This is an optimization exercise on Yosys and OpenROAD, whose aim is small area, a short achievable clock period and few clock cycles per item, not a production implementation.
At most, simulation tests tie the RTL to the original design; equivalence was not proved.
No functional check of the RTL was part of runs 2 and 3.
Power figures rest on the tool's default switching activity, not on a simulated workload.

## flow/design.v (module list and top-level ports; edited modules follow where they fit)
// module frame_scanner: 158 lines
// module line_buffer: 38 lines
// module window_regs: 53 lines
// module conv_engine: 2137 lines
// module conv_top: 115 lines
module conv_top (
    input  logic                                  clk_i,
    input  logic                                  rstn_i,
    input  logic                                  cfg_valid_i,
    input  logic [9*8-1:0]    cfg_coef_i,
    input  conv_pkg::conv_mode_e                  cfg_mode_i,
    input  logic                                  cfg_sat_i,
    input  logic                                  pix_valid_i,
    input  conv_pkg::pix_t                        pix_i,
    input  logic                                  stall_i,
    output logic                                  busy_o,
    output logic                                  out_valid_o,
    output conv_pkg::pix_t                        out_pix_o
);
  // ...
==> flow/flow/run.sh <==
#!/bin/bash
set -euo pipefail
bash standard.sh \
  SETUP_SLACK_MARGIN=7.0 \
  "CTS_ARGS=-sink_clustering_enable -repair_clock_nets -dont_use_dummy_load -sink_clustering_size 16 -sink_clustering_max_diameter 40 -buf_list sky130_fd_sc_hd__clkbuf_8 -root_buf sky130_fd_sc_hd__clkbuf_16" \
  finish > flow_make.log 2>&1
==> flow/standard.sh <==
#!/bin/bash
# synth_recipe.tcl (not shown) runs the flow's synth.tcl, then flattens the netlist and writes it again
# the make line also repeats each setting of config.mk as NAME=value (left out here)
make -C /OpenROAD-flow-scripts/flow DESIGN_CONFIG=/design/flow/config.mk WORK_HOME=/design/flow/orfs CLKGATE_MAP_FILE= SYNTH_SCRIPT=/design/flow/synth_recipe.tcl "${@:-finish}"
==> flow/config.mk <==
export PLATFORM = sky130hd
export DESIGN_NAME = conv_top
export DESIGN_NICKNAME = conv_top
export VERILOG_FILES = /design/flow/design.v
export SDC_FILE = /design/flow/constraint.sdc
export NUM_CORES = 4
export LEC_CHECK = 0
export CAP_MARGIN = 20
export CORE_MARGIN = 2
export CORE_UTILIZATION = 60
export CTS_BUF_LIST = sky130_fd_sc_hd__clkbuf_8
export CTS_CLUSTER_DIAMETER = 40
export CTS_CLUSTER_SIZE = 16
export SLEW_MARGIN = 20
==> flow/constraint.sdc <==
create_clock -name core_clock -period 11.0 [get_ports {clk_i}]
set_input_delay 2.2000 -clock core_clock [delete_from_list [all_inputs] [get_ports {clk_i}]]
set_output_delay 2.2000 -clock core_clock [all_outputs]
set_load 0.01 [all_outputs]
==> out/qor.txt, run 1 <==
RR Endpoint: i_conv_engine.ob_r[8]$_DFF_P_
Total clock network power: 9.78 mW
Critical path launch point: i_window_regs.col_mid_n_o[0]$_DFF_P_
Final net count: 9499
Number of synthesized flops with an enable pin: 158
Detailed placer's ending HPWL: 167.3 mm
Synth unique cells: 77
Hold Crit Endpoint: i_line_buffer.row0_r[2121]$_DFF_P_
WL met1: 114.7 mm
Required @ worst endpoint: 11.70 ns
Post-layout util: 65.55%
Clk pwr share: 27.9%
Setup Skew: 0.09943 ns
Initial core utilization: 60.49%
Area leader, netlist: dfxtp_1
CTS Buffer Depth: 4
Outcome: complete, no violations
Tcrit/Tclk final: 37.46%
Num Clock Sinks: 5611
Leakage power: 59.14 nW
Most frequent cells in the layout: dfxtp_1, clkbuf_8, inv_1, fa_1, nand2_1
Max-slew violations: 0
Logic gate share of total power: 10.0%
Sequential area share after synthesis: 82.70%
Worst hold-check path type: flip-flop to flip-flop
H-tree Lvls: 5
Count of multi-input gates: 2342
# placed instances: 11524
Global Route Usage Sum: 21.16%
Busiest grt layer: met2
Worst reg2reg path depth: 12
Crit path cell chain: clkinvlp_4 -> a222oi_1 -> xnor2_1 -> ha_1 -> inv_2 -> fa_2 -> inv_2 -> fa_2 -> fa_1 -> inv_1 -> fa_1 -> mux2i_1
Largest regs: i_line_buffer.row0_r (2560), i_line_buffer.row1_r (2560), i_conv_engine.dig_r (135)
RSZ-0062 raised after global routing: yes
Filler cell count: 15612
Synthesized area: 0.1377 mm^2
Testbench counts, summed over its fixed seeds: cycles 1,542,548, pixels 1,536,000.
==> inputs of run 2 (changes only) <==
--- a/flow/design.v
+++ b/flow/design.v
@@ -303,33 +303,37 @@
             d[5*i+0] = (g == 4'b0001) || (g == 4'b0010) || (g == 4'b1101) || (g == 4'b1110);
             d[5*i+1] = (g == 4'b0011) || (g == 4'b0100) || (g == 4'b1011) || (g == 4'b1100);
             d[5*i+2] = (g == 4'b0101) || (g == 4'b0110) || (g == 4'b1001) || (g == 4'b1010);
             d[5*i+3] = (g == 4'b0111) || (g == 4'b1000);
             d[5*i+4] = g[3];
         end
         recode = d;
     endfunction
+    logic                 zero_r;
     always_ff @(posedge clk_i) begin
         if (!rstn_i) begin
-            for (int k = 0; k < 9; k++) begin
-                dig_r[k] <= '0;
-            end
+            zero_r  <= 1'b1;
             gauss_r <= 1'b0;
             erode_r <= 1'b0;
             sat_r   <= 1'b0;
         end else if (cfg_valid_i && !stall_i) begin
+            zero_r  <= 1'b0;
+            gauss_r <= (cfg_mode_i == conv_pkg::MODE_GAUSS);
+            erode_r <= (cfg_mode_i == conv_pkg::MODE_ERODE);
+            sat_r   <= cfg_sat_i;
+        end
+    end
+    always_ff @(posedge clk_i) begin
+        if (cfg_valid_i && !stall_i) begin
             for (int k = 0; k < 9; k++) begin
                 dig_r[k] <= recode({cfg_coef_i[(9 - k) * 8 - 1] &&
                                     (cfg_mode_i != conv_pkg::MODE_GAUSS),
                                     cfg_coef_i[(9 - k) * 8 - 1 -: 8]});
             end
-            gauss_r <= (cfg_mode_i == conv_pkg::MODE_GAUSS);
-            erode_r <= (cfg_mode_i == conv_pkg::MODE_ERODE);
-            sat_r   <= cfg_sat_i;
         end
     end
     logic [19:0] r1a_r, r1b_r, r2a_r, r2b_r, oa_r, ob_r;
     logic [19:0] v0a, v0b, v1a, v1b, v2a, v2b;
     logic v0_w1;
     logic v0_w2;
     logic v0_w3;
     logic v0_w4;
@@ -2335,17 +2339,19 @@
         end else begin
             s1_valid_r <= col_valid_i;
         end
     end
     logic [19:0]    sum;
     conv_pkg::pix_t result;
     always_comb begin
         sum = oa_r + ob_r;
-        if (erode_r) begin
+        if (zero_r) begin
+            result = '0;
+        end else if (erode_r) begin
             result = oh_r ? '1 : oc_r;
         end else if (gauss_r) begin
             result = sum[4 +: 8] +
                      conv_pkg::pix_t'(sum[4-1]);    
         end else if (sat_r && sum[19]) begin
             result = '0;
         end else if (sat_r && sum[18:8] != '0) begin
             result = '1;
==> flow/flow/run.sh (replaced) <==
#!/bin/bash
set -euo pipefail
bash standard.sh \
  SETUP_SLACK_MARGIN=7.5 \
  "CTS_ARGS=-sink_clustering_enable -repair_clock_nets -dont_use_dummy_load -sink_clustering_size 16 -sink_clustering_max_diameter 40 -buf_list sky130_fd_sc_hd__clkbuf_8 -root_buf sky130_fd_sc_hd__clkbuf_16" \
  finish > flow_make.log 2>&1
==> run 2 against run 1 <==
Clock power grew 0.8%; sequential power rose by 2%; clock skew increased by 0.012 ns; cell area rose by 2.1%; still clean on timing, DRC and antenna; sequential share of layout area shrank 0.71 points; flip-flop and latch count is 1 higher; final cell count is 0.73% lower; core utilization is 1.4 points higher; synthesized area about the same; count of clock-buffer cells in the layout is the same.
==> out/qor.txt, run 2 <==
Simple-gate share of the synthesized area: 1.904%
Total CTS buffers: 471
Gr ovfl total: 0
Hold-fix buffers, CTS: 0
Tcrit/Tclk final: 39.00% (+1.5 points)
Vias in the first global route: 60501
Commonest cells post-synth: dfxtp_1, inv_1, edfxtp_1
Hold Startpoint: i_line_buffer.row1_r[1624]$_DFF_P_
Post-synth top flop: dfxtp_1
Worst Hold Slack: 0.2639 ns
Most common cell after layout, fill and taps aside: dfxtp_1
Core Box Area: 0.2277 mm^2
CTS tree: built
Syn Inst Count: 8390
Transition time of the tightest slew-check pin: 1.385 ns
Post-synthesis mux area share: 1.305%
Num Clock Sinks: 5612 (+0.018%)
Adder-Cell Fraction of Synth Area: 5.147%
Syn avg cell area: 16.41 um^2
Top cells by area, synth: dfxtp_1, edfxtp_1, fa_1
RSZ-0062 raised after global routing: yes
Post-Synth XOR/XNOR Area: 2.334%
Share of layout cells above drive strength 1: 14.85%
Area leader, netlist: dfxtp_1
Hold Path Stages: 0
Sequential area share after synthesis: 83.72% (+1.0 points)
Synth unique cells: 67 (-13%)
Seq cells post-synth: 5612
Synthesized area: 0.1377 mm^2 (about the same)
Drt wl/cell: 21.61 um
DRT Pass-1 Iters: 7
Port-buffer cells: 97
Die Area: 0.2333 mm^2
Via Count: 57953
Compound-Gate Fraction of Synth Area: 3.756%
FF-to-FF setup slack: 6.71 ns
Setup total negative slack: 0 ns
GP Congestion: 0.8886
Worst skew pair latency: 0.90 ns
Iteration-0 DRC Markers: 4002
Leakage power: 60.47 nW (+2.2%)
Arrival time at the worst endpoint: 5.01 ns
DIE WIDTH: 483.1 um
Syn nets: 8872
Vias/cell: 4.846
Required @ worst endpoint: 11.72 ns (+0.02 ns)
Post-Route WL: 258.5 mm
Worst hold-check path type: flip-flop to flip-flop
Detailed placer's ending HPWL: 171.7 mm (+2.6%)
Maxcap violations: 0
Final net count: 9425 (-0.78%)
IO Count: 98
Hold Crit Endpoint: i_line_buffer.row1_r[1616]$_DFF_P_
PD cells: 256.8 mW/mm^2
Reg2reg start: i_conv_engine.dig_r[2][10]$_DFFE_PP_
Yosys top cell area share: 77.33%
FMAX: 233.1 MHz
Die Y: 483.1 um
CP Launch Type: flip-flop
Setup violators final: 0
Kind of critical path: flip-flop to flip-flop
Tmin final: 4.289 ns
First-pass GRT wire length: 384.5 mm
Most frequent cells in the layout: dfxtp_1, clkbuf_8, inv_1, edfxtp_1, buf_4
RR Endpoint: i_conv_engine.ob_r[8]$_DFF_P_
Synthesis-to-finish area growth: 10.73%
Peak VDD IR: 0.1877 mV
Max-slew violations: 0 (unchanged)
Initial antenna violation count: 22
Main combinational cell family by area after synthesis: adder cells
Global Route Usage Sum: 22.24% (+1.1 points)
Setup Skew: 0.1116 ns (+0.01221 ns)
Number of synthesized flops with an enable pin: 293 (+85%)
Relative slew slack: 7.662%
Fin. Hold Viols: 0
Clock transition at path regs: 0.09 ns
Worst-path fanout max: 2
Largest regs: i_line_buffer.row0_r (2560), i_line_buffer.row1_r (2560), i_conv_engine.dig_r (135)
Outcome: complete, no violations
Pin count of the biggest net entering global routing: 78
CP endpoint kind: flip-flop
Row cnt: 175
Residual DRC: 0
Worst reg2reg path depth: 11 (-1)
H-tree Lvls: 5 (unchanged)
Fraction of registers with async set/reset: 0%
Warning count from the yosys run: 5
Top-count cell post-synth: dfxtp_1
Clock Tree Root: clkbuf_16
CTS Buffer Depth: 4 (unchanged)
Initial core utilization: 60.47% (about the same)
Antenna Nets Post-Route: 0
==> run 2: changes by cell type in the layout (fill, tap and decap cells not counted), moves of 39 or more <==
cell	previous run	this run
edfxtp_1	158	293
fa_1	270	169
buf_4	59	185
inv_1	409	339
nand2_1	221	144
nor2_1	181	109
a21oi_1	140	59
dfxtp_1	5385	5255
a221oi_1	141	71
xor2_1	197	135
o21ai_0	35	74
inv_2	10	80
fa_2	16	117
==> run 2: what timing repair did <==
| item | CTS | global route |
|---|---|---|
| pin swaps | 111 | 89 |
| endpoints found under the setup margin | 249 | 126 |
| setup buffers | 159 | 37 |
| resized for setup | 439 | 141 |
==> run 2: how the worst max path moves through the flow <==
stage / to / from / cells after the start
global route: i_conv_engine.ob_r[8]$_DFF_P_ / i_window_regs.col_top_n_o[0]$_DFF_P_ / 12
detailed placement: i_conv_engine.dig_r[0][1]$_DFFE_PP_ / stall_i / 3
finish: i_conv_engine.ob_r[8]$_DFF_P_ / i_conv_engine.dig_r[2][10]$_DFFE_PP_ / 11
global placement: i_conv_engine.dig_r[0][1]$_DFFE_PP_ / stall_i / 3
floorplan: i_conv_engine.r2b_r[11]$_DFFE_PP_ / i_conv_engine.dig_r[1][4]$_DFFE_PP_ / 11
CTS: i_conv_engine.ob_r[8]$_DFF_P_ / i_conv_engine.dig_r[2][11]$_DFFE_PP_ / 11
==> run 2: area by class of cell <==
type                       count  area [um^2]
fill                       14874        75250
sequential                  5612       115400
timing repair buffer         321         2838
tap                         3009         3765
antenna                       10        25.02
multi-input combinational   2107        21940
inverter                     430         1657
clock buffer                 471         6854
==> run 2: critical path, cell delays in order (launching register included) <==
cell and delay [ns]:
edfxtp_1 0.41, a222oi_1 0.86, xor2_1 0.32, fa_1 0.51, fa_1 0.49, inv_1 0.05
fa_2 0.33, inv_2 0.06, fa_1 0.41, inv_2 0.07, fa_1 0.37, mux2_4 0.27
==> run 2: report_power, final <==
part	internal [mW]	leakage (nW)	total (mW)	switching [mW]
clock network	4.10	3.56	9.86	5.76
registers	21.5	45.6	22.2	0.664
logic	3.15	11.3	7.11	3.95
==> run 2: cell families after synthesis <==
group           Yosys count
compound gates          679
xor+xnor                367
fa+ha+maj               395
buf+inv                 671
flops                  5612
mux                     145
simple gates            521
==> run 2: per-layer routing <==
layer | global-route usage (%) | vias to the layer above | share of wire, %
met3 | 3.566 | 514 | 4.4
li1 | - | 27877 | -
met1 | 31.52 | 28251 | 46
met4 | 8.085 | 2 | 3.7
met2 | 34.90 | 1309 | 45
met5 | 0 | - | 0.0043
==> run 2: per-stage QoR <==
stage               instance area [um^2]  worst slack [ns]  power, mW  std cells  utilization, %
finish                            152500             6.711      39.15      11960           66.96
global placement                  141900             6.179      28.91      11282           62.33
global route                      152500             6.582      41.15      11954           66.95
detailed placement                142000             6.099      28.98      11283           62.34
floorplan                         138000             7.290      26.55       8390               -
CTS                               151600             6.740      39.19      11913           66.58
==> inputs of run 3 (changes only) <==
--- a/flow/flow/run.sh
+++ b/flow/flow/run.sh
@@ -4,2 +4,3 @@
   SETUP_SLACK_MARGIN=7.5 \
+  MATCH_CELL_FOOTPRINT=0 \
   "CTS_ARGS=-sink_clustering_enable -repair_clock_nets -dont_use_dummy_load -sink_clustering_size 16 -sink_clustering_max_diameter 40 -buf_list sky130_fd_sc_hd__clkbuf_8 -root_buf sky130_fd_sc_hd__clkbuf_16" \
==> run 3 against run 2 <==
Wire length is 3.7% lower; synthesized area stayed put; cell area barely moved; register-to-register slack gained 0.05 ns; critical endpoint unchanged; largest cell class unchanged.
==> out/qor.txt, run 3 <==
CTS Buffer Depth: 4 (unchanged)
FMAX: 236.0 MHz (+1.2%)
Adder-Cell Fraction of Synth Area: 5.147% (unchanged)
Design area: 0.1523 mm^2 (about the same)
Crit path cell chain: inv_6 -> a222oi_1 -> xor2_1 -> fa_1 -> fa_1 -> inv_1 -> fa_2 -> inv_2 -> fa_1 -> inv_2 -> fa_1 -> mux2_2
Pin count of the biggest net entering global routing: 141 (+81%)
Post-synthesis mux area share: 1.305% (unchanged)
Residual DRC: 0 (unchanged)
Warning count from the yosys run: 5 (unchanged)
Tcrit/Tclk final: 38.51% (-0.48 points)
Post-synth top flop: dfxtp_1
Setup ws final: 6.763 ns (+0.05282 ns)
Die Area: 0.2333 mm^2 (unchanged)
Syn avg cell area: 16.41 um^2 (unchanged)
Drt wl/cell: 20.82 um (-3.7%)
H-tree Lvls: 5 (unchanged)
Clk pwr share: 25.1% (about the same)
Commonest cells post-synth: dfxtp_1, inv_1, edfxtp_1
Largest regs: i_line_buffer.row0_r (2560), i_line_buffer.row1_r (2560), i_conv_engine.dig_r (135)
Tmin final: 4.237 ns (-0.05282 ns)
Peak VDD IR: 0.1935 mV (+3.1%)
Initial antenna violation count: 27 (+23%)
Initial core utilization: 60.47% (unchanged)
Kind of critical path: flip-flop to flip-flop
Outcome: complete, no violations
Simple-gate share of the synthesized area: 1.904% (unchanged)
Row cnt: 175 (unchanged)
Reg power frac: 56.9% (+0.2 points)
Area leader, netlist: dfxtp_1
Max-slew violations: 0 (unchanged)
Filler cell count: 15120 (+1.7%)
Final net count: 9418 (-0.074%)
Compound-Gate Fraction of Synth Area: 3.756% (unchanged)
Slowest cell on the critical path: a222oi_1
Antenna Nets Post-Route: 0 (unchanged)
Area of placed instances: 0.1419 mm^2 (about the same)
Yosys top cell area share: 77.33% (unchanged)
Psw: 10.28 mW (-0.95%)
Core Box Area: 0.2277 mm^2 (unchanged)
Detailed placer's ending HPWL: 167.6 mm (-2.4%)
Total CTS buffers: 469 (-0.42%)
Number of synthesized flops with an enable pin: 293 (unchanged)
Top cells by area, synth: dfxtp_1, edfxtp_1, fa_1
Logic gate share of total power: 18.0% (about the same)
Global Route Usage Sum: 21.30% (-0.94 points)
Num Clock Sinks: 5612 (unchanged)
Port-buffer cells: 97 (unchanged)
Setup Skew: 0.09083 ns (-0.02081 ns)
GP Congestion: 0.9047 (+1.8%)
Iteration-0 DRC Markers: 3823 (-4.5%)
First-pass GRT wire length: 371.3 mm (-3.4%)
DIE WIDTH: 483.1 um (unchanged)
CP dominant cell by count: fa_1
Synthesized area: 0.1377 mm^2 (unchanged)
Vias/cell: 4.845 (about the same)
Transition time of the tightest slew-check pin: 1.450 ns (+0.06472 ns)
Switching share of power: 26.36% (-0.14 points)
Post-Synth XOR/XNOR Area: 2.334% (unchanged)
Synthesis-to-finish area growth: 10.63% (about the same)
Via Count: 57935 (-0.031%)
DRT Pass-1 Iters: 9 (+2)
Synth unique cells: 67 (unchanged)
Seq cells post-synth: 5612 (unchanged)
Clock Tree Root: clkbuf_16
Die Y: 483.1 um (unchanged)
Placement Setup Slack: 6.554 ns (+0.4554 ns)
Hold-fix buffers, CTS: 0 (unchanged)
Vias in the first global route: 59270 (-2.0%)
Maxcap violations: 0 (unchanged)
IO Count: 98 (unchanged)
Worst skew pair latency: 0.88 ns (-0.02 ns)
Worst hold-check path type: flip-flop to flip-flop
Syn nets: 8872 (unchanged)
RSZ-0062 raised after global routing: yes
Leakage power: 60.43 nW (about the same)
Setup total negative slack: 0 ns (unchanged)
Gr ovfl total: 0 (unchanged)
Most common cell after layout, fill and taps aside: dfxtp_1
Arrival time at the worst endpoint: 4.97 ns (-0.04 ns)
Required @ worst endpoint: 11.73 ns (about the same)
Relative slew slack: 3.347% (-4.3 points)
Sequential area share after synthesis: 83.72% (unchanged)
Top-count cell post-synth: dfxtp_1
CTS tree: built
Internal: 28.71 mW (-0.23%)
Max stage delay on crit path: 0.83 ns (-0.03 ns)
CP Launch Type: flip-flop
PD cells: 255.9 mW/mm^2 (-0.34%)
Setup violators final: 0 (unchanged)
Fin. Hold Viols: 0 (unchanged)
Most frequent cells in the layout: dfxtp_1, clkbuf_8, inv_1, edfxtp_1, xnor2_1
Main combinational cell family by area after synthesis: adder cells
Post-Route WL: 248.9 mm (-3.7%)
Fraction of registers with async set/reset: 0% (unchanged)
Share of layout cells above drive strength 1: 14.57% (-0.28 points)
Syn Inst Count: 8390 (unchanged)
Clock transition at path regs: 0.08 ns (about the same)
CP endpoint kind: flip-flop
Worst-path fanout max: 8 (+6)
[run 3: path summary, 6_finish.rpt]
kind	slack, ns	from	end	depth (start not counted)
min reg2reg	0.24	i_line_buffer.row1_r[1329]$_DFF_P_	i_line_buffer.row1_r[1321]$_DFF_P_	0
min	0.24	i_line_buffer.row1_r[1329]$_DFF_P_	i_line_buffer.row1_r[1321]$_DFF_P_	0
max	6.76	i_window_regs.col_top_n_o[1]$_DFF_P_	i_conv_engine.ob_r[8]$_DFF_P_	12
max reg2reg	6.76	i_window_regs.col_top_n_o[1]$_DFF_P_	i_conv_engine.ob_r[8]$_DFF_P_	12
[run 3: critical path, delay by kind of cell (launching register included)]
family / cells / cell delay [ns]
AOI/OAI and AO/OA: 1 / 0.83
xor gates and xnor gates: 1 / 0.29
adders and majority gates: 5 / 2.11
buffers and inverters: 4 / 0.25
DFF: 1 / 0.37
muxes: 1 / 0.27
[run 3: cells by family (layout without fill, tap and decap cells)]
logic type                 after synthesis  after routing
DFF                                   5612           5612
AOI/OAI and AO/OA                      679            679
buffers and inverters                  671           1215
and+or+nand+nor                        521            521
adders and majority gates              395            395
xor gates and xnor gates               367            367
muxes                                  145            145
other                                    0             15
[run 3: per-layer routing]
layer  GRT usage [%]  up-vias  part of all wire, %  wire, um
met5               0        -                0.014        34
met4           8.399        4                  3.7      9294
met3           3.648      513                  4.6     11490
met2           32.48     1361                   44    110400
met1           30.62    28150                   47    117700
li1                -    27907                    -         -
[run 3: power by group through the flow]
stage | Clock, mW | Combinational [mW] | Sequential, mW
after floorplan | 0 | 4.37 | 22.2
final | 9.78 | 7.02 | 22.2
after CTS | 10.1 | 6.71 | 22.2
after global routing | 10.8 | 7.86 | 22.3
after global placement | 0 | 6.22 | 22.7
after detailed placement | 0 | 6.28 | 22.7
[run 3: cell type report]
| type | count | area [um^2] | share of cell area [%] |
|---|---|---|---|
| Antenna cell | 15 | 37.54 | 0.02464 |
| Clock buffer | 469 | 6827 | 4.481 |
| Inverter | 430 | 1640 | 1.077 |
| Multi-Input combinational cell | 2107 | 21890 | 14.37 |
| Sequential cell | 5612 | 115400 | 75.75 |
| Tap cell | 3009 | 3765 | 2.471 |
| Timing Repair Buffer | 316 | 2779 | 1.824 |
[run 3: per-stage QoR]
stage	cells	utilization (%)	hold slack (ns)	power [mW]
global route	11950	66.89	0.2404	40.98
CTS	11890	66.42	0.2405	39.02
detailed placement	11278	62.32	0.3121	28.94
global placement	11278	62.32	0.3096	28.89
finish	11958	66.90	0.2421	38.99
floorplan	8390	-	0.3096	26.54
[run 3: what timing repair did]
item / in CTS / in global routing
pin swaps: 125 / 93
endpoints found under the setup margin: 124 / 119
buffers inserted: 143 / 53
resized for setup: 371 / 163

## what the ideal ports hide
How much do the figures lean on ideal ports? The routed layouts below were timed once more, with nothing changed but the port constraints.
Step 1, drivers: a clkbuf_16 drives clk_i and a buf_2 each remaining input, both assumed.
Step 2 moves the port delays by t, midway between the first and last clock arrival at a register: inputs arrive t later, outputs are due t later. That takes back most of the time a late clock gives input paths.
Slacks: no drivers / after step 1 / after step 2; pairs: no drivers / after step 1.
run	t (ns)	setup slack, ns	worst register clock-pin slew, ns
run 1	0.928	6.879 / 6.879 / 6.175	0.10 / 0.10
run 2	0.945	6.711 / 6.711 / 6.711	0.10 / 0.10
run 3	0.936	6.763 / 6.763 / 6.763	0.10 / 0.10
After both steps every run listed still meets setup and hold. For run 1, which loses most, drivers alone change the setup slack by 0.000 ns; drivers and shift together by -0.704 ns.
